From an optimization exercise on the open Yosys and OpenROAD flow, aimed at small area and a short achievable clock period; shortcuts taken in it are not production practice. RTL that was checked went through simulation tests only; none was proved equivalent to the original. Function not checked in runs 6 and 7: the RTL went through the layout flow alone. Power figures rest on the tool's default switching activity, not on a simulated workload.

==> flow/design.v <==
module rpn_cpu_core #(
    parameter int DATA_W      = 8,
    parameter int NREG        = 32,
    parameter int ADDR_W      = 8,
    parameter int STACK_DEPTH = 4
) (
    input  logic                            clk,
    input  logic                            reset,
    input  logic                            step,
    input  logic [3:0]                      evt,
    input  logic [DATA_W-1:0]               din,
    input  logic [11+2*DATA_W+ADDR_W-1:0]   instr,
    output logic [ADDR_W-1:0]               ip,
    output logic [DATA_W-1:0]               dout,
    output logic [DATA_W-1:0]               gpo,
    output logic [DATA_W-1:0]               flags
);
    logic [7:0] regs_q [32];
    logic [255:0] rf_q;
    for (genvar i = 0; i < 32; i++) begin : g_unpack
        assign regs_q[i] = rf_q[8*i +: 8];
    end
    logic [7:0] stack_q [4];
    logic [7:0] ip_q;
    logic [2:0] sp_q;
    logic [3:0] grp;
    logic [2:0] cmd;
    logic [1:0] t1, t2;
    logic [7:0] a1, a2, addr;
    assign {grp, cmd, t1, a1, t2, a2, addr} = instr;
    logic [7:0] r1_dir, r2_dir, num1, num2, acc;
    logic [4:0] loc1, loc2;
    rpn_rdport u_r1d (.d(rf_q), .s(a1[4:0]), .q(r1_dir));
    rpn_rdport u_r2d (.d(rf_q), .s(a2[4:0]), .q(r2_dir));
    rpn_rdsel2 u_r1i (.d(rf_q), .s(r1_dir[4:0]), .en(t1 == 2'd2),
                      .alt_a((t1 == 2'd1) ? r1_dir : regs_q[0]),
                      .alt_b((t1 == 2'd1) ? r1_dir : a1), .qa(acc), .qb(num1));
    rpn_rdsel u_r2i (.d(rf_q), .s(r2_dir[4:0]), .en(t2 == 2'd2),
                     .alt((t2 == 2'd1) ? r2_dir : a2), .q(num2));
    assign loc1 = (t1 == 2'd1) ? a1[4:0] : (t1 == 2'd2) ? r1_dir[4:0] : 5'd0;
    assign loc2 = (t2 == 2'd1) ? a2[4:0] : (t2 == 2'd2) ? r2_dir[4:0] : 5'd0;
    logic [8:0]  usum;
    logic        sad_ovf, umul_ovf, smul_ok, ovf, mc8;
    logic [15:0] mx, my;
    logic [7:0]  mz, prod, mhx, mhy, zeq;
    assign usum    = {1'b0, acc} + {1'b0, num2};
    assign sad_ovf = (acc[7] == num2[7]) & (usum[7] != acc[7]);
    rpn_mul8 u_mul (.a(acc), .b(num2), .s(cmd[0]), .x(mx), .y(my));
    assign {mc8, mz} = {1'b0, mx[7:0]} + {1'b0, my[7:0]};
    assign prod      = mz ^ {cmd[0], 7'd0};
    assign mhx       = mx[15:8];
    assign mhy       = my[15:8];
    assign umul_ovf  = (|mhx) | (|mhy) | mc8;
    assign zeq[0]    = (mhx[0] ^ mhy[0]) == mc8;
    for (genvar i = 1; i < 8; i++) begin : g_zeq
        assign zeq[i] = (mhx[i] ^ mhy[i]) == (mhx[i-1] | mhy[i-1]);
    end
    assign smul_ok   = &zeq;
    assign ovf       = cmd[0] ? sad_ovf : usum[8];
    logic [7:0] alu, shf, wd;
    always_comb begin
        case (cmd)
            3'd0, 3'd1: alu = usum[7:0];
            3'd4:       alu = acc & num2;
            3'd5:       alu = acc | num2;
            default:    alu = acc ^ num2;
        endcase
        case (cmd)
            3'd1:    shf = {num1[6:0], 1'b0};
            3'd2:    shf = {1'b0, num1[7:1]};
            default: shf = num1;
        endcase
    end
    logic [8:0] diff;
    logic       eq, ult, slt, take;
    assign diff = {1'b0, num1} - {1'b0, num2};
    assign eq   = (num1 == num2);
    assign ult  = diff[8];
    assign slt  = ult ^ num1[7] ^ num2[7];
    always_comb begin
        case (cmd)
            3'd0:    take = 1'b1;
            3'd1:    take = eq;
            3'd2:    take = ult;
            3'd3:    take = slt;
            3'd4:    take = ult | eq;
            3'd5:    take = slt | eq;
            default: take = 1'b0;
        endcase
    end
    logic g1, g2, g3, g4, g5;
    assign g1 = step & (grp == 4'd1);
    assign g2 = step & (grp == 4'd2);
    assign g3 = step & (grp == 4'd3);
    assign g4 = step & (grp == 4'd4);
    assign g5 = step & (grp == 4'd5);
    logic       we;
    logic [4:0] wa;
    logic [7:0] wdr;
    assign we  = g1 | (g3 & (cmd != 3'd7));
    assign wa  = grp[1] ? loc1 : loc2;
    logic       mulsel;
    logic [7:0] wdo;
    assign mulsel = grp[1] & (cmd[2:1] == 2'b01);
    assign wd     = mulsel ? prod : grp[1] ? alu : shf;
    assign wdo    = reset ? 8'd0 : grp[1] ? alu : shf;
    assign wdr    = (mulsel & ~reset) ? prod : wdo;
    logic [31:0] wen;
    assign wen = {32{reset}} | ({31'd0, we} << wa);
    logic       push_ok, pop_ok, stkerr;
    logic [7:0] fl_d;
    logic [7:0] cmd_mask;
    assign push_ok  = (sp_q != 3'd4);
    assign pop_ok   = (sp_q != 3'd0);
    assign stkerr   = g5 & ((cmd == 3'd0 & ~push_ok) | (cmd == 3'd1 & ~pop_ok));
    assign cmd_mask = 8'd1 << cmd;
    always_comb begin
        fl_d = (we & (wa == 5'd31)) ? wd : regs_q[31];
        if (g4) fl_d = regs_q[31] & ~cmd_mask;
        if (g3 & ~cmd[2] & ~cmd[1]) fl_d[4] = ovf;
        if (g1 & (cmd == 3'd1)) fl_d[5] = num1[7];
        if (g1 & (cmd == 3'd2)) fl_d[5] = num1[0];
        if (stkerr) fl_d[6] = 1'b1;
        fl_d[3:0] = fl_d[3:0] | evt;
        if (reset) fl_d = 8'd0;
        if (g3 & ~cmd[2] & cmd[1] & ~reset) fl_d[4] = cmd[0] ? ~smul_ok : umul_ovf;
    end
    for (genvar i = 0; i < 31; i++) begin : g_reg
        if (i == 28) begin : g_din
            always_ff @(posedge clk) begin
                if (reset | evt[3]) rf_q[8*i +: 8] <= reset ? 8'd0 : din;
                else if (wen[i]) rf_q[8*i +: 8] <= wdr;
            end
        end else begin : g_gen
            always_ff @(posedge clk) if (wen[i]) rf_q[8*i +: 8] <= wdr;
        end
    end
    always_ff @(posedge clk) rf_q[255:248] <= fl_d;
    logic [7:0] ip_inc, ip_d;
    logic       jump;
    assign ip_inc = ip_q + 8'd1;
    always_comb begin
        ip_d = ip_inc;
        if (g2 & take) ip_d = addr;
        if (g4 & regs_q[31][cmd]) ip_d = addr;
        if (g5 & (cmd == 3'd0) & push_ok) ip_d = addr;
        if (g5 & (cmd == 3'd1) & pop_ok) ip_d = stack_q[2'(sp_q - 3'd1)];
    end
    always_ff @(posedge clk) begin
        if (reset) begin
            ip_q <= 8'd0;
            sp_q <= 3'd0;
        end else if (step) begin
            ip_q <= ip_d;
            if (g5 & (cmd == 3'd0) & push_ok) sp_q <= sp_q + 3'd1;
            if (g5 & (cmd == 3'd1) & pop_ok) sp_q <= sp_q - 3'd1;
        end
    end
    always_ff @(posedge clk) begin
        if (g5 & (cmd == 3'd0) & push_ok & ~reset) stack_q[sp_q[1:0]] <= ip_inc;
    end
    assign ip    = ip_q;
    assign dout  = rf_q[247:240];
    assign gpo   = rf_q[239:232];
    assign flags = rf_q[255:248];
endmodule
module rpn_rdport (
    input  logic [255:0] d,
    input  logic [4:0]   s,
    output logic [7:0]   q
);
    assign q = d[8*s +: 8];
endmodule
module rpn_rdsel (
    input  logic [255:0] d,
    input  logic [4:0]   s,
    input  logic         en,
    input  logic [7:0]   alt,
    output logic [7:0]   q
);
    assign q = en ? d[8*s +: 8] : alt;
endmodule
module rpn_rdsel2 (
    input  logic [255:0] d,
    input  logic [4:0]   s,
    input  logic         en,
    input  logic [7:0]   alt_a,
    input  logic [7:0]   alt_b,
    output logic [7:0]   qa,
    output logic [7:0]   qb
);
    assign qa = en ? d[8*s +: 8] : alt_a;
    assign qb = en ? d[8*s +: 8] : alt_b;
endmodule
module rpn_mul8 (
    input  logic [7:0]  a,
    input  logic [7:0]  b,
    input  logic        s,
    output logic [15:0] x,
    output logic [15:0] y
);
    wire p0_0 = a[0] & b[0];
    wire p0_1 = a[0] & b[1];
    wire p0_2 = a[0] & b[2];
    wire p0_3 = a[0] & b[3];
    wire p0_4 = a[0] & b[4];
    wire p0_5 = a[0] & b[5];
    wire p0_6 = a[0] & b[6];
    wire p0_7 = (a[0] & b[7]) ^ s;
    wire p1_0 = a[1] & b[0];
    wire p1_1 = a[1] & b[1];
    wire p1_2 = a[1] & b[2];
    wire p1_3 = a[1] & b[3];
    wire p1_4 = a[1] & b[4];
    wire p1_5 = a[1] & b[5];
    wire p1_6 = a[1] & b[6];
    wire p1_7 = (a[1] & b[7]) ^ s;
    wire p2_0 = a[2] & b[0];
    wire p2_1 = a[2] & b[1];
    wire p2_2 = a[2] & b[2];
    wire p2_3 = a[2] & b[3];
    wire p2_4 = a[2] & b[4];
    wire p2_5 = a[2] & b[5];
    wire p2_6 = a[2] & b[6];
    wire p2_7 = (a[2] & b[7]) ^ s;
    wire p3_0 = a[3] & b[0];
    wire p3_1 = a[3] & b[1];
    wire p3_2 = a[3] & b[2];
    wire p3_3 = a[3] & b[3];
    wire p3_4 = a[3] & b[4];
    wire p3_5 = a[3] & b[5];
    wire p3_6 = a[3] & b[6];
    wire p3_7 = (a[3] & b[7]) ^ s;
    wire p4_0 = a[4] & b[0];
    wire p4_1 = a[4] & b[1];
    wire p4_2 = a[4] & b[2];
    wire p4_3 = a[4] & b[3];
    wire p4_4 = a[4] & b[4];
    wire p4_5 = a[4] & b[5];
    wire p4_6 = a[4] & b[6];
    wire p4_7 = (a[4] & b[7]) ^ s;
    wire p5_0 = a[5] & b[0];
    wire p5_1 = a[5] & b[1];
    wire p5_2 = a[5] & b[2];
    wire p5_3 = a[5] & b[3];
    wire p5_4 = a[5] & b[4];
    wire p5_5 = a[5] & b[5];
    wire p5_6 = a[5] & b[6];
    wire p5_7 = (a[5] & b[7]) ^ s;
    wire p6_0 = a[6] & b[0];
    wire p6_1 = a[6] & b[1];
    wire p6_2 = a[6] & b[2];
    wire p6_3 = a[6] & b[3];
    wire p6_4 = a[6] & b[4];
    wire p6_5 = a[6] & b[5];
    wire p6_6 = a[6] & b[6];
    wire p6_7 = (a[6] & b[7]) ^ s;
    wire p7_0 = (a[7] & b[0]) ^ s;
    wire p7_1 = (a[7] & b[1]) ^ s;
    wire p7_2 = (a[7] & b[2]) ^ s;
    wire p7_3 = (a[7] & b[3]) ^ s;
    wire p7_4 = (a[7] & b[4]) ^ s;
    wire p7_5 = (a[7] & b[5]) ^ s;
    wire p7_6 = (a[7] & b[6]) ^ s;
    wire p7_7 = a[7] & b[7];
    wire hs0 = p0_6 ^ p1_5;
    wire hc0 = p0_6 & p1_5;
    wire fs0 = s ^ p1_6 ^ p2_5;
    wire fc0 = (s & p1_6) | (s & p2_5) | (p1_6 & p2_5);
    wire fs1 = p3_4 ^ p4_3 ^ p5_2;
    wire fc1 = (p3_4 & p4_3) | (p3_4 & p5_2) | (p4_3 & p5_2);
    wire fs2 = s ^ p2_6 ^ p3_5;
    wire fc2 = (s & p2_6) | (s & p3_5) | (p2_6 & p3_5);
    wire fs3 = p4_4 ^ p5_3 ^ p6_2;
    wire fc3 = (p4_4 & p5_3) | (p4_4 & p6_2) | (p5_3 & p6_2);
    wire fs4 = p3_6 ^ p4_5 ^ p5_4;
    wire fc4 = (p3_6 & p4_5) | (p3_6 & p5_4) | (p4_5 & p5_4);
    wire hs1 = p0_4 ^ p1_3;
    wire hc1 = p0_4 & p1_3;
    wire fs5 = p0_5 ^ p1_4 ^ p2_3;
    wire fc5 = (p0_5 & p1_4) | (p0_5 & p2_3) | (p1_4 & p2_3);
    wire hs2 = p3_2 ^ p4_1;
    wire hc2 = p3_2 & p4_1;
    wire fs6 = p2_4 ^ p3_3 ^ p4_2;
    wire fc6 = (p2_4 & p3_3) | (p2_4 & p4_2) | (p3_3 & p4_2);
    wire fs7 = p5_1 ^ p6_0 ^ hs0;
    wire fc7 = (p5_1 & p6_0) | (p5_1 & hs0) | (p6_0 & hs0);
    wire fs8 = p6_1 ^ p0_7 ^ p7_0;
    wire fc8 = (p6_1 & p0_7) | (p6_1 & p7_0) | (p0_7 & p7_0);
    wire fs9 = fs0 ^ fs1 ^ hc0;
    wire fc9 = (fs0 & fs1) | (fs0 & hc0) | (fs1 & hc0);
    wire fs10 = p1_7 ^ p7_1 ^ fs2;
    wire fc10 = (p1_7 & p7_1) | (p1_7 & fs2) | (p7_1 & fs2);
    wire fs11 = fs3 ^ fc0 ^ fc1;
    wire fc11 = (fs3 & fc0) | (fs3 & fc1) | (fc0 & fc1);
    wire fs12 = p6_3 ^ p2_7 ^ p7_2;
    wire fc12 = (p6_3 & p2_7) | (p6_3 & p7_2) | (p2_7 & p7_2);
    wire fs13 = fs4 ^ fc2 ^ fc3;
    wire fc13 = (fs4 & fc2) | (fs4 & fc3) | (fc2 & fc3);
    wire fs14 = p4_6 ^ p5_5 ^ p6_4;
    wire fc14 = (p4_6 & p5_5) | (p4_6 & p6_4) | (p5_5 & p6_4);
    wire fs15 = p3_7 ^ p7_3 ^ fc4;
    wire fc15 = (p3_7 & p7_3) | (p3_7 & fc4) | (p7_3 & fc4);
    wire fs16 = p5_6 ^ p6_5 ^ p4_7;
    wire fc16 = (p5_6 & p6_5) | (p5_6 & p4_7) | (p6_5 & p4_7);
    wire hs3 = p0_3 ^ p1_2;
    wire hc3 = p0_3 & p1_2;
    wire fs17 = p2_2 ^ p3_1 ^ p4_0;
    wire fc17 = (p2_2 & p3_1) | (p2_2 & p4_0) | (p3_1 & p4_0);
    wire fs18 = p5_0 ^ fs5 ^ hs2;
    wire fc18 = (p5_0 & fs5) | (p5_0 & hs2) | (fs5 & hs2);
    wire fs19 = fs6 ^ fs7 ^ fc5;
    wire fc19 = (fs6 & fs7) | (fs6 & fc5) | (fs7 & fc5);
    wire fs20 = fs8 ^ fs9 ^ fc6;
    wire fc20 = (fs8 & fs9) | (fs8 & fc6) | (fs9 & fc6);
    wire fs21 = fs10 ^ fs11 ^ fc8;
    wire fc21 = (fs10 & fs11) | (fs10 & fc8) | (fs11 & fc8);
    wire fs22 = fs12 ^ fs13 ^ fc10;
    wire fc22 = (fs12 & fs13) | (fs12 & fc10) | (fs13 & fc10);
    wire fs23 = fs14 ^ fs15 ^ fc12;
    wire fc23 = (fs14 & fs15) | (fs14 & fc12) | (fs15 & fc12);
    wire fs24 = p7_4 ^ fs16 ^ fc14;
    wire fc24 = (p7_4 & fs16) | (p7_4 & fc14) | (fs16 & fc14);
    wire fs25 = p6_6 ^ p5_7 ^ p7_5;
    wire fc25 = (p6_6 & p5_7) | (p6_6 & p7_5) | (p5_7 & p7_5);
    wire hs4 = p0_2 ^ p1_1;
    wire hc4 = p0_2 & p1_1;
    wire fs26 = p2_1 ^ p3_0 ^ hs3;
    wire fc26 = (p2_1 & p3_0) | (p2_1 & hs3) | (p3_0 & hs3);
    wire fs27 = hs1 ^ fs17 ^ hc3;
    wire fc27 = (hs1 & fs17) | (hs1 & hc3) | (fs17 & hc3);
    wire fs28 = hc1 ^ fs18 ^ fc17;
    wire fc28 = (hc1 & fs18) | (hc1 & fc17) | (fs18 & fc17);
    wire fs29 = hc2 ^ fs19 ^ fc18;
    wire fc29 = (hc2 & fs19) | (hc2 & fc18) | (fs19 & fc18);
    wire fs30 = fc7 ^ fs20 ^ fc19;
    wire fc30 = (fc7 & fs20) | (fc7 & fc19) | (fs20 & fc19);
    wire fs31 = fc9 ^ fs21 ^ fc20;
    wire fc31 = (fc9 & fs21) | (fc9 & fc20) | (fs21 & fc20);
    wire fs32 = fc11 ^ fs22 ^ fc21;
    wire fc32 = (fc11 & fs22) | (fc11 & fc21) | (fs22 & fc21);
    wire fs33 = fc13 ^ fs23 ^ fc22;
    wire fc33 = (fc13 & fs23) | (fc13 & fc22) | (fs23 & fc22);
    wire fs34 = fc15 ^ fs24 ^ fc23;
    wire fc34 = (fc15 & fs24) | (fc15 & fc23) | (fs24 & fc23);
    wire fs35 = fc16 ^ fs25 ^ fc24;
    wire fc35 = (fc16 & fs25) | (fc16 & fc24) | (fs25 & fc24);
    wire fs36 = p6_7 ^ p7_6 ^ fc25;
    wire fc36 = (p6_7 & p7_6) | (p6_7 & fc25) | (p7_6 & fc25);
    assign x = {s, p7_7, fs36, fs35, fs34, fs33, fs32, fs31, fs30, fs29, fs28, fs27, fs26, p2_0, p0_1, p0_0};
    assign y = {1'b0, fc36, fc35, fc34, fc33, fc32, fc31, fc30, fc29, fc28, fc27, fc26, hc4, hs4, p1_0, 1'b0};
endmodule
==> flow/flow/run.sh <==
#!/bin/bash
# Standard ORFS layout, except that:
# - each register-file read port (modules rpn_rdport, rpn_rdsel, rpn_rdsel2) is synthesised
#   from a hand-mapped cell netlist (flow/rdport_map.v: a one-hot AND-OR of a222oi cells)
#   instead of Yosys/ABC's mapping; all registers and the rest of the design go through the
#   standard synthesis unchanged;
# - the port buffers are buf_1 cells (resized later where timing needs it).
set -euo pipefail
python3 flow/subst.py design.v flow/rdport_map.v design_mapped.v > subst.log 2>&1
bash standard.sh VERILOG_FILES="$PWD/design_mapped.v" \
    "BUFFER_PORTS_ARGS=-buffer_cell sky130_fd_sc_hd__buf_1" finish > standard.log 2>&1
==> flow/flow/subst.py <==
#!/usr/bin/env python3
"""Write the design with each read-port module (rpn_rdport, rpn_rdsel, rpn_rdsel2) replaced by
its hand-mapped cell netlist from the map file.
usage: subst.py design.v rdport_map.v out.v"""
import re
import sys

src = open(sys.argv[1]).read()
bodies = {m.group(1): m.group(0) for m in re.finditer(r"^module\s+(\w+)\b.*?^endmodule\b",
                                                      open(sys.argv[2]).read(), flags=re.S | re.M)}
for name, body in bodies.items():
    src, n = re.subn(r"module\s+" + name + r"\b.*?\bendmodule\b", lambda _: body, src, count=1,
                     flags=re.S)
    if n != 1:
        sys.exit(f"module {name} not found in {sys.argv[1]}")
    print(f"replaced {name} ({len(body.splitlines())} lines)")
open(sys.argv[3], "w").write(src)
==> flow/standard.sh <==
#!/bin/bash
# synth_recipe.tcl (not shown) runs the flow's synth.tcl, then flattens the netlist and writes it again
# the make line also repeats each setting of config.mk as NAME=value (left out here)
make -C /OpenROAD-flow-scripts/flow DESIGN_CONFIG=/design/flow/config.mk WORK_HOME=/design/flow/orfs CLKGATE_MAP_FILE= SYNTH_SCRIPT=/design/flow/synth_recipe.tcl "${@:-finish}"
==> flow/config.mk <==
export PLATFORM = sky130hd
export DESIGN_NAME = rpn_cpu_core
export DESIGN_NICKNAME = rpn_cpu_core
export VERILOG_FILES = /design/flow/design.v
export SDC_FILE = /design/flow/constraint.sdc
export NUM_CORES = 4
export LEC_CHECK = 0
export CAP_MARGIN = 20
export CELL_PAD_IN_SITES_DETAIL_PLACEMENT = 1
export CORE_MARGIN = 2
export CORE_UTILIZATION = 35
export CTS_BUF_LIST = sky130_fd_sc_hd__clkbuf_8
export CTS_CLUSTER_DIAMETER = 80
export CTS_CLUSTER_SIZE = 16
export PLACE_DENSITY = 0.5
export SETUP_SLACK_MARGIN = 2.0
export SLEW_MARGIN = 20
==> flow/constraint.sdc <==
create_clock -name core_clock -period 13.0 [get_ports {clk}]
set_input_delay 2.6000 -clock core_clock [delete_from_list [all_inputs] [get_ports {clk}]]
set_output_delay 2.6000 -clock core_clock [all_outputs]
set_load 0.01 [all_outputs]
Not shown: flow/flow/rdport_map.v
==> impl_metrics.toml, run 1 <==
[status]
status = "no timing/DRC/antenna violations"

[sta]
timing.final.ws_setup_ps = 1860
setup_viol = 0
fin_skew_ps = 22.5

[logic_synthesis]
yosys.area.top_type_share = 0.440
synthSimpleGateAreaFrac = 0.151
synth-compound-area-share = 0.250
netlist_area_um2 = 19200
yosysWarnings = 2
yosys.area.top_type = "edfxtp_1"
synthAdderAreaFrac = 0.0733

[cells_and_area]
utilization = 0.396
multi_input_area_um2 = 10100
layout-drive-gt1-share = 0.0935
largest-register = "rf_q"

[worst_setup_path]
cp_max_fo = 30
worstPathRequired_ps = 13380
startpoint_type = "input port"

[place]
gp_congestion = 1.08
preCtsSetupSlack_ps = 682
hpwl_mm = 73.3

[global_routing]
grt_overflow_total = 0
grt_max_degree = 42
met1_usage = 0.476
top_usage_layer = "met2"

[floorplanning]
fp.dieH_um = 238
die_area_um2 = 56700

[detailed_routing]
num_vias = 19309
wl_met2_mm = 40.8
viasPerCell = 7.42

[power]
power.density_nw_per_um2 = 162
powerComb_mw = 1.44
==> run 2, diff against run 1 <==
--- a/flow/config.mk
+++ b/flow/config.mk
@@ -14,4 +14,4 @@
 export CTS_CLUSTER_SIZE = 16
 export PLACE_DENSITY = 0.5
-export SETUP_SLACK_MARGIN = 2.0
+export SETUP_SLACK_MARGIN = 3.0
 export SLEW_MARGIN = 20
==> run 2 against run 1 <==
Worst setup slack improved by 930 ps. Critical endpoint is now rf_q[87]$_DFFE_PP_. Clock power barely moved. Area after synthesis did not move. Die area did not move. Register-to-register slack improved by 530 ps. Still clean on timing, DRC and antenna. Highest routed layer unchanged.
==> impl_metrics.toml, run 2 <==
[logic_synthesis]
netlist_area_um2 = 19200
syn_avg_cell_area_um2 = 10.9
synth_seq_area_share = 0.459
synth-compound-area-share = 0.250
yosysWarnings = 2
yosys-top-cells-count = "a222oi_1 (336), edfxtp_1 (281), nor2_1 (216)"
synth_nets = 1899
synthTopCellsByArea = "edfxtp_1 (44%), a222oi_1 (18%), nor2_1 (4.2%)"
async_flop_share = 0
synthFlopType = "edfxtp_1"
synthAdderAreaFrac = 0.0733
syn_inst = 1760
synth_edf_count = 281
synthSimpleGateAreaFrac = 0.151
yosys.area.top_type_share = 0.440
yosys.area.top_type = "edfxtp_1"
synth_seq_cells = 299
synth_xor_area_frac = 0.0196
yosysUniqueCellTypes = 77
synth.most_common_cell = "a222oi_1"
synth_top_family_by_area = "compound AO/OA/AOI/OAI gates"
synthMuxAreaShare = 0.0208

[worst_setup_path]
startpoint_type = "input port"
cpPeakStageDelay_ps = 650
r2r_end = "rf_q[87]$_DFFE_PP_"
crit_path_end_kind = "flip-flop"
crit_arrival_ps = 10630
worstPathRequired_ps = 13420
critical_path_class = "input port to flip-flop"
r2r-start = "rf_q[104]$_DFFE_PP_"
r2r_slack_ps = 4760
cp_max_fo = 8
cp_slowest_cell = "a222oi_1"
r2r_cells = 26

[min_path]
whs_path_depth = 2
whs_endpoint = "sp_q[1]$_SDFFE_PP0P_"
min_path_type = "flip-flop to flip-flop"
min_from = "sp_q[1]$_SDFFE_PP0P_"

[floorplanning]
io_pins = 82
fp.dieH_um = 238
die_w_um = 238
rows = 85
coreArea_um2 = 54000
die_area_um2 = 56700
initial_core_util = 0.355

[global_routing]
grt_overflow_total = 0
grt_pass1_vias = 18609
antenna_found_initial = 8
grt_pass1_wl_mm = 137
track_usage = 0.335
grt_max_degree = 42

[detailed_routing]
drc = 0
drt_wl_total_mm = 99.0
wl_per_cell_um = 37.3
viasPerCell = 7.47
ant_nets = 0
num_vias = 19825
drt_iter0_drc = 5044
dr.pass1.iters = 17

[place]
place_area_um2 = 20600
dp_cells = 2546
gp_congestion = 1.08
io_buffers = 81
hpwl_mm = 73.3

[clock_tree]
numCtsBuffers = 29
clk_latency_ps = 670
clock_path_buffers = 3
cts_max_level = 1
holdBufCountCts = 0
clock-root-buffer = "clkbuf_8"
cts_tree = "built"
clock_sinks = 299
clkTransAtPathRegs_ps = 100

[cells_and_area]
fillCellCount = 5922
largest-register = "rf_q"
final_common_cell = "a222oi_1"
layout-drive-gt1-share = 0.205
design_area_um2 = 22900
largest_reg_flops = 256
area_growth_syn_to_layout_pct = 19.2
nets = 2079
layout_common_cells = "a222oi_1 (336), edfxtp_1 (281), nand2_1 (154), buf_4 (98), nor2_1 (97)"
final_cells = 2655

[power]
p_leak_nw = 7.75
power.density_nw_per_um2 = 160
switching_share = 0.437
pwr-share-comb = 0.445
pwr-share-clk = 0.174
ir_drop_mv = 0.0838
switching_power_mw = 1.60
p_int_mw = 2.06
seqPwrFrac = 0.381

[sta]
fin_crit_sh = 0.785
fin_crit_ps = 10210
grt_setup_unrepaired = "no"
tightest_slew_ps = 1130
fin_skew_ps = 26.2
slew_headroom = 0.244
clock.fmax_mhz = 98.0
hold_violations = 0
setup_viol = 0
setup_tns_ps = 0
slew_violations = 0

[run]
cap_violations = 0

[status]
status = "no timing/DRC/antenna violations"
run 2: cell count changes in the layout (fill, tap and decap cells not counted), moves of 7 or more:
cell / before / now
or3_1: 18 / 10
nand2_8: 0 / 7
nand3_4: 0 / 15
nor2_4: 2 / 49
nand3_1: 81 / 55
nand3_2: 2 / 13
nand2_1: 168 / 154
buf_4: 48 / 98
or3_4: 2 / 10
inv_1: 99 / 81
inv_2: 0 / 13
nor2_1: 190 / 97
nor2_2: 25 / 71
run 2: critical path, delay by kind of cell:
| family | cells | cell delay [ps] |
|---|---|---|
| AOI/OAI and AO/OA | 6 | 2270 |
| xor gates and xnor gates | 1 | 260 |
| adders and majority gates | 5 | 2060 |
| buffers and inverters | 8 | 1100 |
| and+or+nand+nor | 10 | 2330 |
run 2: area by class of cell:
type	instances	area, um^2	area share
multi-input combinational	1330	11000	0.481
antenna	1	2.50	0.000109
clock inverter	20	203	0.00887
clock buffer	29	399	0.0175
tap	696	871	0.0381
timing repair buffer	185	1220	0.0535
inverter	95	373	0.0163
sequential	299	8800	0.385
run 2: stage by stage:
| step | setup WS, ps | utilization | hold slack, ps | power [mW] |
|---|---|---|---|---|
| 6_report | 2790 | 0.423 | 641 | 3.66 |
| 5_1_grt | 2940 | 0.423 | 666 | 3.82 |
| 4_1_cts | 2990 | 0.400 | 640 | 3.48 |
| 3_5_place_dp | 682 | 0.381 | 626 | 2.79 |
| 3_3_place_gp | 695 | 0.381 | 587 | 2.77 |
| 2_1_floorplan | 3690 | - | 554 | 2.21 |
run 2: how the worst max path moves through the flow:
stage          startpoint                   to  slack (ps)
6_report        instr[18]   rf_q[87]$_DFFE_PP_        2790
5_1_grt         instr[21]  rf_q[247]$_DFFE_PP_        2940
4_1_cts         instr[19]  rf_q[175]$_DFFE_PP_        2990
3_5_place_dp    instr[20]  rf_q[111]$_DFFE_PP_         680
3_3_place_gp    instr[19]  rf_q[103]$_DFFE_PP_         700
2_1_floorplan   instr[19]  rf_q[103]$_DFFE_PP_        3690
run 2: power by group through the flow:
stage               clock network (mW)  logic (mW)  registers (mW)
finish                           0.635        1.63            1.40
CTS                              0.652        1.45            1.38
global placement                     0        1.36            1.41
global route                     0.685        1.74            1.40
floorplan                            0       0.883            1.32
detailed placement                   0        1.39            1.40
run 2: cell families (layout without fill, tap and decap cells):
family                   after synthesis  count (layout)
flip-flops                           299             299
buffers and inverters                131             329
multiplexers                          24              24
other                                  0               1
XOR/XNOR                              43              43
AND/OR/NAND/NOR                      631             631
adder cells (fa/ha/maj)               89              89
AO/OA/AOI/OAI                        543             543
run 2: repair_timing:
action / CTS / global route
setup endpoints to repair: 173 / 95
gates resized for setup: 95 / 214
buffers inserted: 16 / 40
gates cloned: 0 / 3
pin swaps: 52 / 105
run 2: metal layers:
| layer | track usage | wire (um) | vias to the layer above |
|---|---|---|---|
| li1 | - | - | 7932 |
| met1 | 0.478 | 40000 | 9984 |
| met2 | 0.493 | 41700 | 1610 |
| met3 | 0.0753 | 12200 | 293 |
| met4 | 0.131 | 5060 | 6 |
| met5 | 0 | 36 | - |
==> run 3, diff against run 2 <==
--- a/flow/config.mk
+++ b/flow/config.mk
@@ -13,5 +13,6 @@
 export CTS_CLUSTER_DIAMETER = 80
 export CTS_CLUSTER_SIZE = 16
+export GPL_TIMING_DRIVEN = 0
 export PLACE_DENSITY = 0.5
-export SETUP_SLACK_MARGIN = 3.0
+export SETUP_SLACK_MARGIN = 2.5
 export SLEW_MARGIN = 20
==> run 3 against run 2 <==
Clock-buffer cell count stayed put. Sequential share of layout area is 0.75 points higher. Cell count is 0.30% lower. Utilization is 0.81 points lower. Fmax is 4.0% lower. Clock skew is 21 ps higher. Synthesized cell count stayed put. Sequential cell count stayed put. Critical path depth is 1 lower.
==> impl_metrics.toml, run 3 <==
[logic_synthesis]
async_flop_share = 0
yosys.area.top_type = "edfxtp_1"
synthFlopType = "edfxtp_1"
synth_nets = 1899
synth_seq_cells = 299
yosys.area.top_type_share = 0.440
yosys-top-cells-count = "a222oi_1 (336), edfxtp_1 (281), nor2_1 (216)"
synth.most_common_cell = "a222oi_1"
yosysUniqueCellTypes = 77
syn_inst = 1760
synth_edf_count = 281
yosysWarnings = 2
synth_seq_area_share = 0.459
netlist_area_um2 = 19200
synthTopCellsByArea = "edfxtp_1 (44%), a222oi_1 (18%), nor2_1 (4.2%)"
syn_avg_cell_area_um2 = 10.9

[detailed_routing]
wl_per_cell_um = 36.7
drt-met1-wl_mm = 41.7
viasPerCell = 7.26
num_vias = 19208
drt_wl_total_mm = 97.1
ant_nets = 0
met3_length_mm = 11.2
drc = 0
drt_iter0_drc = 3588
dr.pass1.iters = 15
wl_met2_mm = 40.4
dr.max_layer_used = "met5"

[global_routing]
grt_overflow_total = 0
track_usage = 0.332
grt_max_degree = 23
grt_pass1_vias = 18269
grt_pass1_wl_mm = 136
antenna_found_initial = 7

[sta]
fin_crit_sh = 0.818
tightest_slew_ps = 1110
fin_skew_ps = 47.0
grt_setup_unrepaired = "no"
timing.final.ws_setup_ps = 2370
slew_headroom = 0.251
slew_violations = 0
clock.fmax_mhz = 94.1
fin_crit_ps = 10630
setup_viol = 0
hold_violations = 0
setup_tns_ps = 0

[worst_setup_path]
cpPeakStageDelay_ps = 790
r2r_slack_ps = 4520
path_delay_family = "compound AO/OA/AOI/OAI gates"
r2r_cells = 25
crit_path_end_kind = "flip-flop"
critical_path_class = "input port to flip-flop"
r2r_end = "rf_q[23]$_DFFE_PP_"
startpoint = "instr[21]"
cp_slowest_cell = "a222oi_1"
cp_num_cells = 29
cp_max_fo = 18
worstPathRequired_ps = 13360
r2r-start = "rf_q[1]$_DFFE_PP_"
crit_arrival_ps = 10990
path_buf_inv = 7
startpoint_type = "input port"

[cells_and_area]
utilization = 0.415
fillCellCount = 5932
nets = 2066
seq_area_um2 = 8800
largest-register = "rf_q"
layout_common_cells = "a222oi_1 (336), edfxtp_1 (281), nand2_1 (150), nor2_1 (115), inv_1 (89)"
multi_input_area_um2 = 10700
final_common_cell = "a222oi_1"
largest_reg_flops = 256
layout-drive-gt1-share = 0.172
area_growth_syn_to_layout_pct = 16.9

[floorplanning]
io_pins = 82
initial_core_util = 0.355
fp.dieH_um = 238
rows = 85
coreArea_um2 = 54000
die_area_um2 = 56700
die_w_um = 238

[clock_tree]
holdBufCountCts = 0
clock_sinks = 299
clock-root-buffer = "clkbuf_8"
numCtsBuffers = 28
cts_tree = "built"
cts_max_level = 1
clk_latency_ps = 660
clkTransAtPathRegs_ps = 110
clock_path_buffers = 3

[power]
power.density_nw_per_um2 = 160
ir_drop_mv = 0.0947
p_leak_nw = 7.60

[place]
hpwl_mm = 74.0
io_buffers = 80
preCtsSetupSlack_ps = 241
gp_congestion = 0.971

[min_path]
min_from = "sp_q[2]$_SDFFE_PP0P_"
whs_path_depth = 3
min_path_type = "flip-flop to flip-flop"
whs_endpoint = "sp_q[2]$_SDFFE_PP0P_"

[run]
cap_violations = 0

[status]
status = "no timing/DRC/antenna violations"
-- run 3: where the power goes --
part / switching (mW) / internal, mW / total (mW) / leakage [nW]
Combinational: 1.03 / 0.584 / 1.62 / 4.33
Sequential: 0.136 / 1.21 / 1.35 / 2.96
Clock: 0.372 / 0.242 / 0.614 / 0.316
-- run 3: what timing repair did --
| action | CTS | global route |
|---|---|---|
| buffers inserted | 7 | 29 |
| gates resized for setup | 117 | 94 |
| cloned | 0 | 0 |
| setup endpoints to repair | 175 | 126 |
| pin swaps | 47 | 64 |
-- run 3: per-stage QoR --
step	power [mW]	cells	hold WS, ps	area (um^2)
finish	3.58	2647	643	22400
floorplan	2.21	1760	554	19200
global placement	2.71	2536	587	20400
global route	3.75	2642	672	22400
detailed placement	2.79	2557	629	20800
CTS	3.48	2613	645	21800
-- run 3: layer usage --
layer,track usage,vias up
met2,0.478,1353
met1,0.487,9770
met3,0.0790,178
met5,0,-
li1,-,7905
met4,0.110,2
-- run 3: final cells by class --
class                           count  share of cell area
Antenna cell                        5            0.000558
Buffer                             36             0.00664
Clock inverter                     20             0.00804
Timing Repair Buffer              137              0.0440
Inverter                           95              0.0166
Tap cell                          696              0.0388
Multi-Input combinational cell   1330               0.475
Clock buffer                       29              0.0178
Sequential cell                   299               0.392
-- run 3: cell families (layout without fill, tap and decap cells) --
| logic type | after synthesis | in the layout | share of synthesized area |
|---|---|---|---|
| fa+ha+maj | 89 | 89 | 0.0733 |
| xor+xnor | 43 | 43 | 0.0196 |
| buf+inv | 131 | 317 | 0.0264 |
| simple gates | 631 | 631 | 0.151 |
| compound gates | 543 | 543 | 0.250 |
| other cells | 0 | 5 | 0 |
| mux | 24 | 24 | 0.0208 |
| flops | 299 | 299 | 0.459 |
-- run 3: worst register-to-register path, stage by stage, from the launching register on --
cell	delay [ps]
edfxtp_1	550
a222oi_1	680
nand4_1	440
or3_4	590
nand2_8	200
nor2_2	150
a222oi_1	790
nand4_1	370
a222oi_1	480
buf_4	190
nand2_2	140
clkinvlp_4	190
nor2_1	80
ha_1	290
inv_1	70
fa_1	440
fa_1	520
inv_1	50
fa_1	510
ha_1	340
a21oi_1	140
o21ai_0	160
xnor2_2	260
o221a_4	280
nor2_4	80
buf_16	200
-- run 3: worst max-delay path by stage --
| stage | endpoint | slack, ps |
|---|---|---|
| after CTS | rf_q[23]$_DFFE_PP_ | 2520 |
| after floorplan | rf_q[103]$_DFFE_PP_ | 3690 |
| final | rf_q[23]$_DFFE_PP_ | 2370 |
| after global routing | rf_q[252]$_DFFE_PP_ | 2510 |
| after global placement | rf_q[54]$_DFFE_PP_ | -1620 |
| after detailed placement | rf_q[71]$_DFFE_PP_ | 240 |
==> run 4, diff against run 3 <==
--- a/flow/config.mk
+++ b/flow/config.mk
@@ -13,5 +13,4 @@
 export CTS_CLUSTER_DIAMETER = 80
 export CTS_CLUSTER_SIZE = 16
-export GPL_TIMING_DRIVEN = 0
 export PLACE_DENSITY = 0.5
 export SETUP_SLACK_MARGIN = 2.5
==> run 4 against run 3 <==
Wire length increased by 0.19%. Die area unchanged. Clock skew decreased by 21 ps. Combinational power decreased by 9%. Non-clock buffer count decreased by 37. Sequential cell count unchanged. Worst setup slack got worse by 25 ps. Global-route usage increased by 0.16 points. Clock-buffer cell count unchanged. Sequential share of layout area increased by 1.5 points. Synthesized cell count unchanged. Largest power group unchanged.
==> impl_metrics.toml, run 4 <==
[clock_tree]
numCtsBuffers = 29
clock_path_buffers = 3
holdBufCountCts = 0
clk_latency_ps = 670
cts_tree = "built"
clock_sinks = 299
clkTransAtPathRegs_ps = 100
clock-root-buffer = "clkbuf_8"
cts_max_level = 1

[worst_setup_path]
path_buf_inv = 7
r2r_end = "rf_q[23]$_DFFE_PP_"
crit_arrival_ps = 11040
r2r_slack_ps = 4520
critical_path_class = "input port to flip-flop"
worstPathRequired_ps = 13380
cp_num_cells = 28
startpoint = "instr[22]"
r2r-start = "rf_q[96]$_DFFE_PP_"
cp_max_fo = 30
r2r_cells = 24
cpPeakStageDelay_ps = 780
crit_path_frequent_cell = "fa_1"
startpoint_type = "input port"
cp_slowest_cell = "a222oi_1"
crit_path_end_kind = "flip-flop"
path_delay_family = "simple AND/OR/NAND/NOR gates"

[cells_and_area]
design_area_um2 = 21600
nets = 2030
largest-register = "rf_q"
final_common_cell = "a222oi_1"
area_growth_syn_to_layout_pct = 12.6
largest_reg_flops = 256
layout_common_cells = "a222oi_1 (336), edfxtp_1 (281), nor2_1 (166), nand2_1 (161), inv_1 (93)"
fillCellCount = 6017
utilization = 0.400
layout-drive-gt1-share = 0.125

[sta]
fin_skew_ps = 26.5
fin_crit_ps = 10650
fin_crit_sh = 0.820
slew_headroom = 0.229
tightest_slew_ps = 1150
hold_violations = 0
slew_violations = 0
grt_setup_unrepaired = "no"
timing.final.ws_setup_ps = 2350
setup_viol = 0
clock.fmax_mhz = 93.9
setup_tns_ps = 0

[min_path]
whs_path_depth = 2
min_from = "sp_q[1]$_SDFFE_PP0P_"
min_path_type = "flip-flop to flip-flop"
whs_endpoint = "sp_q[1]$_SDFFE_PP0P_"

[floorplanning]
initial_core_util = 0.355
rows = 85
fp.dieH_um = 238
io_pins = 82
coreArea_um2 = 54000
die_w_um = 238
die_area_um2 = 56700

[detailed_routing]
dr.pass1.iters = 20
wl_per_cell_um = 37.3
drc = 0
drt_iter0_drc = 4965
ant_nets = 0
num_vias = 19397
drt_wl_total_mm = 97.3
viasPerCell = 7.44

[logic_synthesis]
netlist_area_um2 = 19200
synth-compound-area-share = 0.250
synth_edf_count = 281
synth_xor_area_frac = 0.0196
async_flop_share = 0
syn_inst = 1760
synth_seq_area_share = 0.459
synthSimpleGateAreaFrac = 0.151
yosys-top-cells-count = "a222oi_1 (336), edfxtp_1 (281), nor2_1 (216)"
synthMuxAreaShare = 0.0208
synthFlopType = "edfxtp_1"
synth_top_family_by_area = "compound AO/OA/AOI/OAI gates"
synth.most_common_cell = "a222oi_1"
synthAdderAreaFrac = 0.0733
synth_nets = 1899
synthTopCellsByArea = "edfxtp_1 (44%), a222oi_1 (18%), nor2_1 (4.2%)"
yosys.area.top_type = "edfxtp_1"
yosysUniqueCellTypes = 77
yosys.area.top_type_share = 0.440
synth_seq_cells = 299
yosysWarnings = 2
syn_avg_cell_area_um2 = 10.9

[global_routing]
grt_pass1_wl_mm = 137
antenna_found_initial = 9
grt_overflow_total = 0
grt_max_degree = 42
grt_pass1_vias = 18447
track_usage = 0.333

[status]
status = "no timing/DRC/antenna violations"

[place]
place_area_um2 = 20600
preCtsSetupSlack_ps = 682
gp_congestion = 1.08
hpwl_mm = 73.3
io_buffers = 81

[power]
power_mw = 3.50
p_leak_nw = 7.45
power.density_nw_per_um2 = 162
ir_drop_mv = 0.0829

[run]
cap_violations = 0
## run 4: cell counts after synthesis
Identical to the previous run, type by type.
## run 4: metrics by stage
stage / cells / hold WS [ps]
finish: 2607 / 643
global route: 2607 / 666
CTS: 2599 / 640
detailed placement: 2546 / 626
global placement: 2546 / 587
floorplan: 1760 / 554
## run 4: kinds of logic (layout without fill, tap and decap cells)
kind of cell,Yosys count,count (layout)
XOR/XNOR,43,43
adder cells (fa/ha/maj),89,89
other,0,2
multiplexers,24,24
flip-flops,299,299
AO/OA/AOI/OAI,543,543
AND/OR/NAND/NOR,631,631
buffers and inverters,131,280
## run 4: cell type report
cell class / instances / area [um^2] / share of cell area
antenna: 2 / 5.00 / 0.000232
multi-input combinational: 1330 / 10200 / 0.473
timing repair buffer: 136 / 743 / 0.0344
clock inverter: 20 / 203 / 0.00939
inverter: 95 / 357 / 0.0165
clock buffer: 29 / 399 / 0.0185
sequential: 299 / 8800 / 0.407
tap: 696 / 871 / 0.0403
## run 4: tightest hold or removal path: cells and delay by family (launching register included)
| kind | cells | cell delay (ps) |
|---|---|---|
| compound gates | 2 | 240 |
| flops | 1 | 360 |
## run 4: worst max path at each step
stage	end
2_1_floorplan	rf_q[103]$_DFFE_PP_
3_3_place_gp	rf_q[103]$_DFFE_PP_
3_5_place_dp	rf_q[111]$_DFFE_PP_
4_1_cts	rf_q[175]$_DFFE_PP_
5_1_grt	rf_q[23]$_DFFE_PP_
6_report	rf_q[23]$_DFFE_PP_
## run 4: report_power, final
part	total (mW)	switching [mW]	internal, mW
clock network	0.634	0.386	0.248
logic	1.47	0.955	0.517
registers	1.39	0.179	1.22
total	3.50	1.52	1.98
## run 4: layer usage
metal | track usage | vias to the layer above | routed length, um
met5 | 0 | - | 33
li1 | - | 7821 | -
met4 | 0.129 | 6 | 5100
met1 | 0.479 | 9747 | 40200
met2 | 0.488 | 1531 | 40400
met3 | 0.0742 | 292 | 11500
## run 4: repair_timing
action                                 CTS  global route
setup buffers                            4             6
gates resized for setup                 31            70
pin swaps                               18            45
endpoints found under the hold margin    0             0
cloned                                   0             0
setup endpoints to repair              128            95
==> run 5, diff against run 4 <==
--- a/flow/config.mk
+++ b/flow/config.mk
@@ -6,5 +6,5 @@
 export NUM_CORES = 4
 export LEC_CHECK = 0
-export CAP_MARGIN = 20
+export CAP_MARGIN = 10
 export CELL_PAD_IN_SITES_DETAIL_PLACEMENT = 1
 export CORE_MARGIN = 2
@@ -15,3 +15,3 @@
 export PLACE_DENSITY = 0.5
 export SETUP_SLACK_MARGIN = 2.5
-export SLEW_MARGIN = 20
+export SLEW_MARGIN = 10
==> run 5 against run 4 <==
Wire length up 0.26%. Fmax up 0.88%. Clock skew up 7.7 ps. Cell area down 0.35%. Clock-buffer cell count down 1. Synthesized cell count unchanged. Combinational power about the same. Worst setup slack better by 93 ps. Sequential power about the same. Sequential cell count unchanged. Clock power down 3.6%.
==> impl_metrics.toml, run 5 <==
[status]
status = "no timing/DRC/antenna violations"

[place]
gp_congestion = 1.08
preCtsSetupSlack_ps = 686
dp_cells = 2546
hpwl_mm = 73.7
place_area_um2 = 20600
io_buffers = 81

[sta]
fin_crit_ps = 10560
setup_tns_ps = 0
fin_crit_sh = 0.812
slew_violations = 0
grt_setup_unrepaired = "yes"
fin_skew_ps = 34.2
timing.final.ws_setup_ps = 2440
hold_violations = 0
clock.fmax_mhz = 94.7
slew_headroom = 0.156
tightest_slew_ps = 1270
setup_viol = 0

[power]
power.density_nw_per_um2 = 162
p_leak_nw = 7.40
ir_drop_mv = 0.0846

[detailed_routing]
drc = 0
drt_wl_total_mm = 97.6
dr.pass1.iters = 15
ant_nets = 0
drt_iter0_drc = 5020
wl_per_cell_um = 37.5
viasPerCell = 7.47
num_vias = 19430

[cells_and_area]
final_common_cell = "a222oi_1"
design_area_um2 = 21500
largest_reg_flops = 256
largest-register = "rf_q"
layout_common_cells = "a222oi_1 (336), edfxtp_1 (281), nor2_1 (165), nand2_1 (160), inv_1 (89)"
fillCellCount = 6023
area_growth_syn_to_layout_pct = 12.2
nets = 2027
layout-drive-gt1-share = 0.125
final_cells = 2600

[global_routing]
met1_usage = 0.476
grt_use_met2 = 0.491
grt_use_met3 = 0.0781
grt_max_degree = 42
antenna_found_initial = 10
grt_pass1_wl_mm = 137
track_usage = 0.334
grt_overflow_total = 0
top_usage_layer = "met2"
grt_pass1_vias = 18446

[clock_tree]
cts_tree = "built"
clock_sinks = 299
clock_path_buffers = 3
clk_latency_ps = 670
numCtsBuffers = 28
clkTransAtPathRegs_ps = 110
cts_max_level = 1
clock-root-buffer = "clkbuf_8"

[logic_synthesis]
synth-compound-area-share = 0.250
synthTopCellsByArea = "edfxtp_1 (44%), a222oi_1 (18%), nor2_1 (4.2%)"
synth.most_common_cell = "a222oi_1"
yosysUniqueCellTypes = 77
netlist_area_um2 = 19200
synth_top_family_by_area = "compound AO/OA/AOI/OAI gates"
yosys-top-cells-count = "a222oi_1 (336), edfxtp_1 (281), nor2_1 (216)"
synthSimpleGateAreaFrac = 0.151
synthAdderAreaFrac = 0.0733
yosys.area.top_type_share = 0.440
synthMuxAreaShare = 0.0208
syn_inst = 1760
synth_seq_area_share = 0.459
synth_edf_count = 281
synthFlopType = "edfxtp_1"
synth_xor_area_frac = 0.0196
synth_seq_cells = 299
yosys.area.top_type = "edfxtp_1"
yosysWarnings = 2
synth_nets = 1899
syn_avg_cell_area_um2 = 10.9
async_flop_share = 0

[floorplanning]
initial_core_util = 0.355
io_pins = 82
fp.dieH_um = 238
coreArea_um2 = 54000
rows = 85
die_w_um = 238
die_area_um2 = 56700

[worst_setup_path]
cp_slowest_cell = "a222oi_1"
cp_max_fo = 30
startpoint_type = "input port"
crit_path_end_kind = "flip-flop"
critical_path_class = "input port to flip-flop"
cpPeakStageDelay_ps = 720
crit_arrival_ps = 10940
worstPathRequired_ps = 13380
crit_path_frequent_cell = "fa_1"

[run]
cap_violations = 0

[min_path]
min_path_type = "flip-flop to flip-flop"
run 5: cell counts after synthesis:
No cell type changed its count.
run 5: path summary, 6_finish.rpt:
path	from	to	slack (ps)	depth (start not counted)
max reg2reg	rf_q[75]$_DFFE_PP_	rf_q[79]$_DFFE_PP_	4620	24
min	sp_q[1]$_SDFFE_PP0P_	sp_q[1]$_SDFFE_PP0P_	640	2
max	instr[21]	rf_q[79]$_DFFE_PP_	2440	28
min reg2reg	sp_q[1]$_SDFFE_PP0P_	sp_q[1]$_SDFFE_PP0P_	640	2
run 5: final cells by class:
| class | count | area [um^2] | share of cell area |
|---|---|---|---|
| Antenna cell | 2 | 5.00 | 0.000233 |
| Clock buffer | 28 | 385 | 0.0179 |
| Clock inverter | 16 | 175 | 0.00814 |
| Inverter | 95 | 359 | 0.0167 |
| Multi-Input combinational cell | 1330 | 10200 | 0.474 |
| Sequential cell | 299 | 8800 | 0.409 |
| Tap cell | 696 | 871 | 0.0405 |
| Timing Repair Buffer | 134 | 728 | 0.0338 |
run 5: power by group:
group | internal (mW) | total [mW] | switching, mW
Combinational | 0.517 | 1.48 | 0.959
Clock | 0.236 | 0.611 | 0.375
Sequential | 1.22 | 1.39 | 0.179
Total | 1.97 | 3.48 | 1.51
run 5: critical path, delay by kind of cell:
| kind | cells | cell delay, ps |
|---|---|---|
| buffers and inverters | 7 | 1100 |
| AO/OA/AOI/OAI | 4 | 2150 |
| adder cells (fa/ha/maj) | 5 | 2340 |
| AND/OR/NAND/NOR | 10 | 2270 |
| XOR/XNOR | 2 | 410 |
run 5: metrics by stage:
step                       util  power [mW]  hold slack (ps)
after floorplan               -        2.21              554
after CTS                 0.394        3.44              643
after global placement    0.381        2.77              587
after detailed placement  0.381        2.79              615
after global routing      0.398        3.64              671
final                     0.398        3.48              641
run 5: logic make-up after synthesis:
logic type               after synthesis
AND/OR/NAND/NOR                      631
AO/OA/AOI/OAI                        543
flip-flops                           299
buffers and inverters                131
adder cells (fa/ha/maj)               89
XOR/XNOR                              43
multiplexers                          24
run 5: repair_timing:
| action | 4_1_cts | 5_1_grt |
|---|---|---|
| hold buffers | 0 | 0 |
| pin swaps | 17 | 46 |
| setup endpoints to repair | 128 | 95 |
| setup buffers | 4 | 4 |
| gates resized for setup | 36 | 69 |
run 5: per-layer routing:
layer | vias up | routed length, um
met5 | - | 46
met4 | 8 | 4470
met3 | 251 | 12100
met2 | 1585 | 41100
met1 | 9784 | 39900
li1 | 7802 | -
==> run 6, diff against run 5 <==
--- a/flow/design.v
+++ b/flow/design.v
@@ -41,7 +41,8 @@
     assign loc2 = (t2 == 2'd1) ? a2[4:0] : (t2 == 2'd2) ? r2_dir[4:0] : 5'd0;
     logic [8:0]  usum;
-    logic        sad_ovf, umul_ovf, smul_ok, ovf, mc8;
+    logic        sad_ovf, ovf, mc8, mhor, mxs8, zeqh, movf_c0, movf_c1;
     logic [15:0] mx, my;
-    logic [7:0]  mz, prod, mhx, mhy, zeq;
+    logic [7:0]  mz, prod, mhx, mhy;
+    logic [7:1]  zeq;
     assign usum    = {1'b0, acc} + {1'b0, num2};
     assign sad_ovf = (acc[7] == num2[7]) & (usum[7] != acc[7]);
@@ -51,10 +52,12 @@
     assign mhx       = mx[15:8];
     assign mhy       = my[15:8];
-    assign umul_ovf  = (|mhx) | (|mhy) | mc8;
-    assign zeq[0]    = (mhx[0] ^ mhy[0]) == mc8;
+    assign mhor      = (|mhx) | (|mhy);
+    assign mxs8      = mhx[0] ^ mhy[0];
     for (genvar i = 1; i < 8; i++) begin : g_zeq
         assign zeq[i] = (mhx[i] ^ mhy[i]) == (mhx[i-1] | mhy[i-1]);
     end
-    assign smul_ok   = &zeq;
+    assign zeqh      = &zeq;
+    assign movf_c0   = cmd[0] ? ~(zeqh & ~mxs8) : mhor;
+    assign movf_c1   = cmd[0] ? ~(zeqh & mxs8) : 1'b1;
     assign ovf       = cmd[0] ? sad_ovf : usum[8];
     logic [7:0] alu, shf, wd;
@@ -124,6 +127,9 @@
         fl_d[3:0] = fl_d[3:0] | evt;
         if (reset) fl_d = 8'd0;
-        if (g3 & ~cmd[2] & cmd[1] & ~reset) fl_d[4] = cmd[0] ? ~smul_ok : umul_ovf;
     end
+    logic       mulf, fl4_c0, fl4_c1;
+    assign mulf   = g3 & ~cmd[2] & cmd[1] & ~reset;
+    assign fl4_c0 = mulf ? movf_c0 : fl_d[4];
+    assign fl4_c1 = mulf ? movf_c1 : fl_d[4];
     for (genvar i = 0; i < 31; i++) begin : g_reg
         if (i == 28) begin : g_din
@@ -136,5 +142,5 @@
         end
     end
-    always_ff @(posedge clk) rf_q[255:248] <= fl_d;
+    always_ff @(posedge clk) rf_q[255:248] <= {fl_d[7:5], mc8 ? fl4_c1 : fl4_c0, fl_d[3:0]};
     logic [7:0] ip_inc, ip_d;
     logic       jump;
==> flow/config.mk (replaced) <==
export PLATFORM = sky130hd
export DESIGN_NAME = rpn_cpu_core
export DESIGN_NICKNAME = rpn_cpu_core
export VERILOG_FILES = /design/flow/design.v
export SDC_FILE = /design/flow/constraint.sdc
export NUM_CORES = 4
export LEC_CHECK = 0
export CAP_MARGIN = 20
export CELL_PAD_IN_SITES_DETAIL_PLACEMENT = 1
export CORE_MARGIN = 2
export CORE_UTILIZATION = 30
export CTS_BUF_LIST = sky130_fd_sc_hd__clkbuf_8
export PLACE_DENSITY = 0.45
export SETUP_SLACK_MARGIN = 2.5
export SLEW_MARGIN = 20
==> run 6 against run 5 <==
Still clean on timing, DRC and antenna. Clock skew is 12 ps lower. Fmax is 0.14% lower. Critical path depth is 3 higher. Register-to-register slack worse by 260 ps. Clock-buffer cell count is 34 higher. Wire length is 5.4% higher. Clock power is 64% higher.
==> impl_metrics.toml, run 6 <==
[clock_tree]
clock-root-buffer = "clkbuf_8"
clock_path_buffers = 3
clock_sinks = 299
cts_tree = "built"
clkTransAtPathRegs_ps = 70
cts_max_level = 2
numCtsBuffers = 57
clk_latency_ps = 660

[detailed_routing]
wl_per_cell_um = 35.6
drt_wl_total_mm = 103
drt_iter0_drc = 4614
viasPerCell = 6.84
dr.pass1.iters = 17
drc = 0
ant_nets = 0
num_vias = 19772

[global_routing]
top_usage_layer = "met2"
grt_use_met2 = 0.444
grt_use_met3 = 0.0570
met1_usage = 0.422
grt_pass1_vias = 18981
track_usage = 0.297
grt_max_degree = 43
grt_overflow_total = 0
antenna_found_initial = 9
grt_pass1_wl_mm = 143

[power]
switching_share = 0.419
power_mw = 4.10
pwr-share-clk = 0.244
p_leak_nw = 8.08
ir_drop_mv = 0.0911
power.density_nw_per_um2 = 173
pwr-share-comb = 0.414
p_int_mw = 2.38
switching_power_mw = 1.72
seqPwrFrac = 0.342

[logic_synthesis]
synth_seq_cells = 299
yosys.area.top_type_share = 0.435
syn_avg_cell_area_um2 = 10.8
syn_inst = 1795
async_flop_share = 0
synth.most_common_cell = "a222oi_1"
synth_seq_area_share = 0.455
yosys-top-cells-count = "a222oi_1 (336), edfxtp_1 (280), nand2_1 (213)"
yosysUniqueCellTypes = 69
yosys.area.top_type = "edfxtp_1"
synth_edf_count = 280
synthFlopType = "edfxtp_1"
synth_nets = 1934
yosysWarnings = 2
netlist_area_um2 = 19300
synthTopCellsByArea = "edfxtp_1 (44%), a222oi_1 (17%), nand2_1 (4.1%)"

[cells_and_area]
final_common_cell = "a222oi_1"
utilization = 0.371
nets = 2129
design_area_um2 = 23700
layout_common_cells = "a222oi_1 (336), edfxtp_1 (280), nand2_1 (187), buf_4 (91), nor2_1 (88)"
layout-drive-gt1-share = 0.217
final_cells = 2892
largest-register = "rf_q"
area_growth_syn_to_layout_pct = 23.0
largest_reg_flops = 256

[place]
gp_congestion = 1.04
hpwl_mm = 77.0
io_buffers = 81
place_area_um2 = 20900
preCtsSetupSlack_ps = 748
dp_cells = 2739

[sta]
timing.final.ws_setup_ps = 2420
slew_headroom = 0.237
clock.fmax_mhz = 94.6
slew_violations = 0
hold_ws_ps = 509
grt_setup_unrepaired = "yes"
fin_crit_ps = 10580
hold_violations = 0
tightest_slew_ps = 1140
setup_viol = 0
fin_skew_ps = 22.1
setup_tns_ps = 0
fin_crit_sh = 0.814

[worst_setup_path]
path_delay_family = "simple AND/OR/NAND/NOR gates"
path_buf_inv = 6
critical_path_class = "input port to flip-flop"
worstPathRequired_ps = 13530
startpoint_type = "input port"
crit_arrival_ps = 11110
cpPeakStageDelay_ps = 750
cp_max_fo = 8
cp_slowest_cell = "a222oi_1"
crit_path_end_kind = "flip-flop"

[floorplanning]
die_area_um2 = 66400
die_w_um = 258
initial_core_util = 0.302
coreArea_um2 = 64000
rows = 93
io_pins = 82
fp.dieH_um = 258

[min_path]
min_path_type = "flip-flop to flip-flop"

[run]
cap_violations = 0

[status]
status = "no timing/DRC/antenna violations"
==> run 6: path summary, 6_finish.rpt <==
kind	start	endpoint	slack (ps)	depth (start not counted)
max reg2reg	rf_q[4]$_DFFE_PP_	rf_q[252]$_DFF_P_	4360	28
min	sp_q[1]$_SDFFE_PP0P_	sp_q[1]$_SDFFE_PP0P_	510	2
min reg2reg	sp_q[1]$_SDFFE_PP0P_	sp_q[1]$_SDFFE_PP0P_	510	2
max	instr[12]	rf_q[252]$_DFF_P_	2420	31
==> run 6: logic make-up (layout without fill, tap and decap cells) <==
family / after synthesis / after routing / share of synthesized area
XOR/XNOR: 42 / 42 / 0.0191
AO/OA/AOI/OAI: 535 / 535 / 0.245
adder cells (fa/ha/maj): 89 / 89 / 0.0725
other: 0 / 4 / 0
flip-flops: 299 / 299 / 0.455
buffers and inverters: 136 / 374 / 0.0280
multiplexers: 28 / 28 / 0.0224
AND/OR/NAND/NOR: 666 / 666 / 0.158
==> run 6: routing by layer <==
layer / wire length (um) / vias up
met5: 26 / -
met4: 4780 / 4
met3: 10200 / 251
met2: 44200 / 1374
met1: 43600 / 10065
li1: - / 8078
==> run 6: power by group through the flow <==
| stage | combinational [mW] | sequential (mW) | clock (mW) |
|---|---|---|---|
| after global placement | 1.43 | 1.42 | 0 |
| final | 1.69 | 1.40 | 1.00 |
| after CTS | 1.57 | 1.39 | 1.03 |
| after detailed placement | 1.48 | 1.41 | 0 |
| after floorplan | 0.921 | 1.33 | 0 |
| after global routing | 1.82 | 1.41 | 1.06 |
==> run 6: timing repair <==
action / CTS / global route
hold endpoints to repair: 0 / 0
hold buffers: 0 / 0
pin swaps: 65 / 65
setup buffers: 22 / 25
resized for setup: 211 / 126
setup endpoints to repair: 95 / 63
==> run 6: layout make-up <==
class | instances | area [um^2]
fill | 7019 | 40300
antenna | 4 | 10.0
multi-input combinational | 1360 | 11200
timing repair buffer | 175 | 1100
inverter | 97 | 402
tap | 855 | 1070
sequential | 299 | 8790
clock buffer | 62 | 853
clock inverter | 40 | 355
==> run 6: worst reg2reg max path, delay by kind of cell, from the launching register on <==
family,cells,cell delay (ps)
multiplexers,1,300
AND/OR/NAND/NOR,11,2830
XOR/XNOR,1,190
buffers and inverters,5,650
adder cells (fa/ha/maj),5,2370
flip-flops,1,580
AO/OA/AOI/OAI,5,1600
==> run 7, diff against run 6 <==
--- a/flow/config.mk
+++ b/flow/config.mk
@@ -9,7 +9,7 @@
 export CELL_PAD_IN_SITES_DETAIL_PLACEMENT = 1
 export CORE_MARGIN = 2
-export CORE_UTILIZATION = 30
+export CORE_UTILIZATION = 35
 export CTS_BUF_LIST = sky130_fd_sc_hd__clkbuf_8
-export PLACE_DENSITY = 0.45
+export PLACE_DENSITY = 0.5
 export SETUP_SLACK_MARGIN = 2.5
 export SLEW_MARGIN = 20
==> run 7 against run 6 <==
Combinational power about the same. Utilization increased by 5.5 points. First-iteration DRC count increased by 0.15%. Non-clock buffer count decreased by 5. Highest routed layer unchanged. Largest cell class unchanged. Global-route usage increased by 3.2 points. Sequential power about the same. Cell count decreased by 5.6%. Power decreased by 3.4%. Fmax increased by 0.41%. Cell area decreased by 1.8%. Die area decreased by 14%.
==> impl_metrics.toml, run 7 <==
[clock_tree]
cts_max_level = 2
clkTransAtPathRegs_ps = 70
clk_latency_ps = 670
holdBufCountCts = 0
clock_sinks = 299
clock-root-buffer = "clkbuf_8"
cts_tree = "built"
clock_path_buffers = 3
numCtsBuffers = 54

[place]
preCtsSetupSlack_ps = 865
io_buffers = 81
place_area_um2 = 20600
hpwl_mm = 72.2
dp_cells = 2571
gp_congestion = 1.06

[cells_and_area]
design_area_um2 = 23300
final_common_cell = "a222oi_1"
largest-register = "rf_q"
area_growth_syn_to_layout_pct = 20.7
layout_common_cells = "a222oi_1 (336), edfxtp_1 (280), nand2_1 (188), nor2_1 (90), inv_1 (88)"
fillCellCount = 5948
antenna_cells = 0
final_cells = 2730
nets = 2121
largest_reg_flops = 256
layout-drive-gt1-share = 0.208

[sta]
setup_viol = 0
fin_skew_ps = 44.9
fin_crit_ps = 10530
setup_tns_ps = 0
slew_violations = 0
timing.final.ws_setup_ps = 2470
slew_headroom = 0.172
grt_setup_unrepaired = "no"
clock.fmax_mhz = 94.9
hold_violations = 0
tightest_slew_ps = 1230
fin_crit_sh = 0.810

[status]
status = "no timing/DRC/antenna violations"

[detailed_routing]
ant_nets = 0
drt_iter0_drc = 4621
drc = 0
dr.pass1.iters = 17
wl_per_cell_um = 35.4
num_vias = 19728
drt_wl_total_mm = 96.6
viasPerCell = 7.23

[global_routing]
grt_max_degree = 43
antenna_found_initial = 8
grt_pass1_wl_mm = 136
grt_pass1_vias = 18909
grt_overflow_total = 0
track_usage = 0.329

[logic_synthesis]
yosys-top-cells-count = "a222oi_1 (336), edfxtp_1 (280), nand2_1 (213)"
synth_seq_cells = 299
syn_avg_cell_area_um2 = 10.8
synth_nets = 1934
synth_edf_count = 280
async_flop_share = 0
yosysWarnings = 2
synthTopCellsByArea = "edfxtp_1 (44%), a222oi_1 (17%), nand2_1 (4.1%)"
yosys.area.top_type = "edfxtp_1"
synth.most_common_cell = "a222oi_1"
yosysUniqueCellTypes = 69
synthFlopType = "edfxtp_1"
netlist_area_um2 = 19300
synth_seq_area_share = 0.455
yosys.area.top_type_share = 0.435
syn_inst = 1795

[power]
p_leak_nw = 8.00
power.density_nw_per_um2 = 170
ir_drop_mv = 0.119

[floorplanning]
die_area_um2 = 57100
die_w_um = 239
fp.dieH_um = 239
rows = 86
coreArea_um2 = 54800
initial_core_util = 0.353
io_pins = 82

[worst_setup_path]
cp_max_fo = 8
crit_arrival_ps = 11060
cp_slowest_cell = "a222oi_1"
r2r_end = "rf_q[252]$_DFF_P_"
cpPeakStageDelay_ps = 830
crit_path_end_kind = "flip-flop"
r2r_slack_ps = 4400
startpoint_type = "input port"
critical_path_class = "input port to flip-flop"
crit_path_frequent_cell = "nand2_1"
worstPathRequired_ps = 13530
r2r_cells = 26
r2r-start = "rf_q[4]$_DFFE_PP_"

[min_path]
min_path_type = "flip-flop to flip-flop"
min_from = "ip_q[7]$_SDFFE_PP0P_"
whs_endpoint = "ip_q[7]$_SDFFE_PP0P_"
whs_path_depth = 2

[run]
cap_violations = 0
==> run 7: cell counts after synthesis <==
No cell type changed its count.
==> run 7: where the power goes <==
part,switching [mW],internal (mW),total [mW]
sequential,0.182,1.22,1.40
combinational,1.06,0.595,1.66
clock,0.421,0.478,0.899
total,1.67,2.30,3.96
==> run 7: logic make-up after synthesis <==
logic type,count (synthesis),share of synthesized area
adders and majority gates,89,0.0725
muxes,28,0.0224
AOI/OAI and AO/OA,535,0.245
buffers and inverters,136,0.0280
DFF,299,0.455
xor gates and xnor gates,42,0.0191
and+or+nand+nor,666,0.158
==> run 7: cell type report <==
type	count	area, um^2	share of cell area
sequential	299	8790	0.377
tap	704	881	0.0378
inverter	97	388	0.0166
clock buffer	55	757	0.0325
clock inverter	45	317	0.0136
timing repair buffer	170	1110	0.0475
multi-input combinational	1360	11100	0.475
==> run 7: worst max-delay path by stage <==
stage | start | to | slack [ps] | cells past startpoint
detailed placement | instr[19] | rf_q[252]$_DFF_P_ | 870 | 29
global placement | instr[19] | rf_q[252]$_DFF_P_ | 800 | 29
floorplan | instr[19] | rf_q[252]$_DFF_P_ | 3770 | 28
global route | instr[21] | rf_q[252]$_DFF_P_ | 2430 | 31
CTS | instr[21] | rf_q[252]$_DFF_P_ | 2500 | 31
finish | instr[20] | rf_q[252]$_DFF_P_ | 2470 | 30
==> run 7: layer usage <==
layer / vias up / GRT usage / part of all wire
met5: - / 0 / 0.00098
met4: 14 / 0.153 / 0.055
li1: 8055 / - / -
met2: 1533 / 0.470 / 0.41
met1: 9814 / 0.461 / 0.40
met3: 312 / 0.0878 / 0.13
==> run 7: through the flow <==
stage | hold WS (ps) | util | total power [mW]
6_report | 504 | 0.426 | 3.96
3_3_place_gp | 479 | 0.376 | 2.82
5_1_grt | 526 | 0.426 | 4.15
3_5_place_dp | 485 | 0.376 | 2.84
2_1_floorplan | 465 | - | 2.25
4_1_cts | 495 | 0.405 | 3.80
==> run 7: repair_timing <==
| action | in CTS | in global routing |
|---|---|---|
| gates resized for setup | 124 | 204 |
| endpoints found under the setup margin | 95 | 93 |
| pin swaps | 42 | 91 |
| setup buffers | 12 | 47 |
==> run 7: critical path, delay by kind of cell <==
| kind | cells | cell delay [ps] |
|---|---|---|
| AOI/OAI and AO/OA | 4 | 2140 |
| xor gates and xnor gates | 3 | 420 |
| adders and majority gates | 4 | 1770 |
| buffers and inverters | 4 | 500 |
| muxes | 1 | 320 |
| and+or+nand+nor | 14 | 3280 |

-- afterwards: timing with drivers on the ports --
No port has a modelled driver above. Below, the same layouts with a new extraction and two added sets of constraints. Step 1, drivers: a clkbuf_16 drives clk and a buf_2 each remaining input, both assumed. Step 2 adds t to the input delays and takes it off the output delays; t is the mean of the earliest and latest rising clock arrival at the registers after step 1. Input paths then give back, and output paths get back, about the clock's delay inside the block. Three values: ideal, step 1, step 2; two values: the first two.
run | shift t [ns] | setup slack, ns | cell pins on the clock port's net
run 1 | 0.714 | 1.858 / 1.792 / 1.077 | 1
run 2 | 0.714 | 2.792 / 2.723 / 2.009 | 1
run 3 | 0.692 | 2.371 / 2.407 / 1.715 | 1
run 4 | 0.714 | 2.346 / 2.315 / 1.601 | 1
run 5 | 0.710 | 2.439 / 2.393 / 1.683 | 1
run 6 | 0.705 | 2.424 / 2.364 / 1.659 | 1
run 7 | 0.710 | 2.468 / 2.403 / 1.693 | 1
After both steps every run listed still meets setup and hold. For run 2, which loses most, drivers alone change the setup slack by -0.069 ns; drivers and shift together by -0.783 ns.
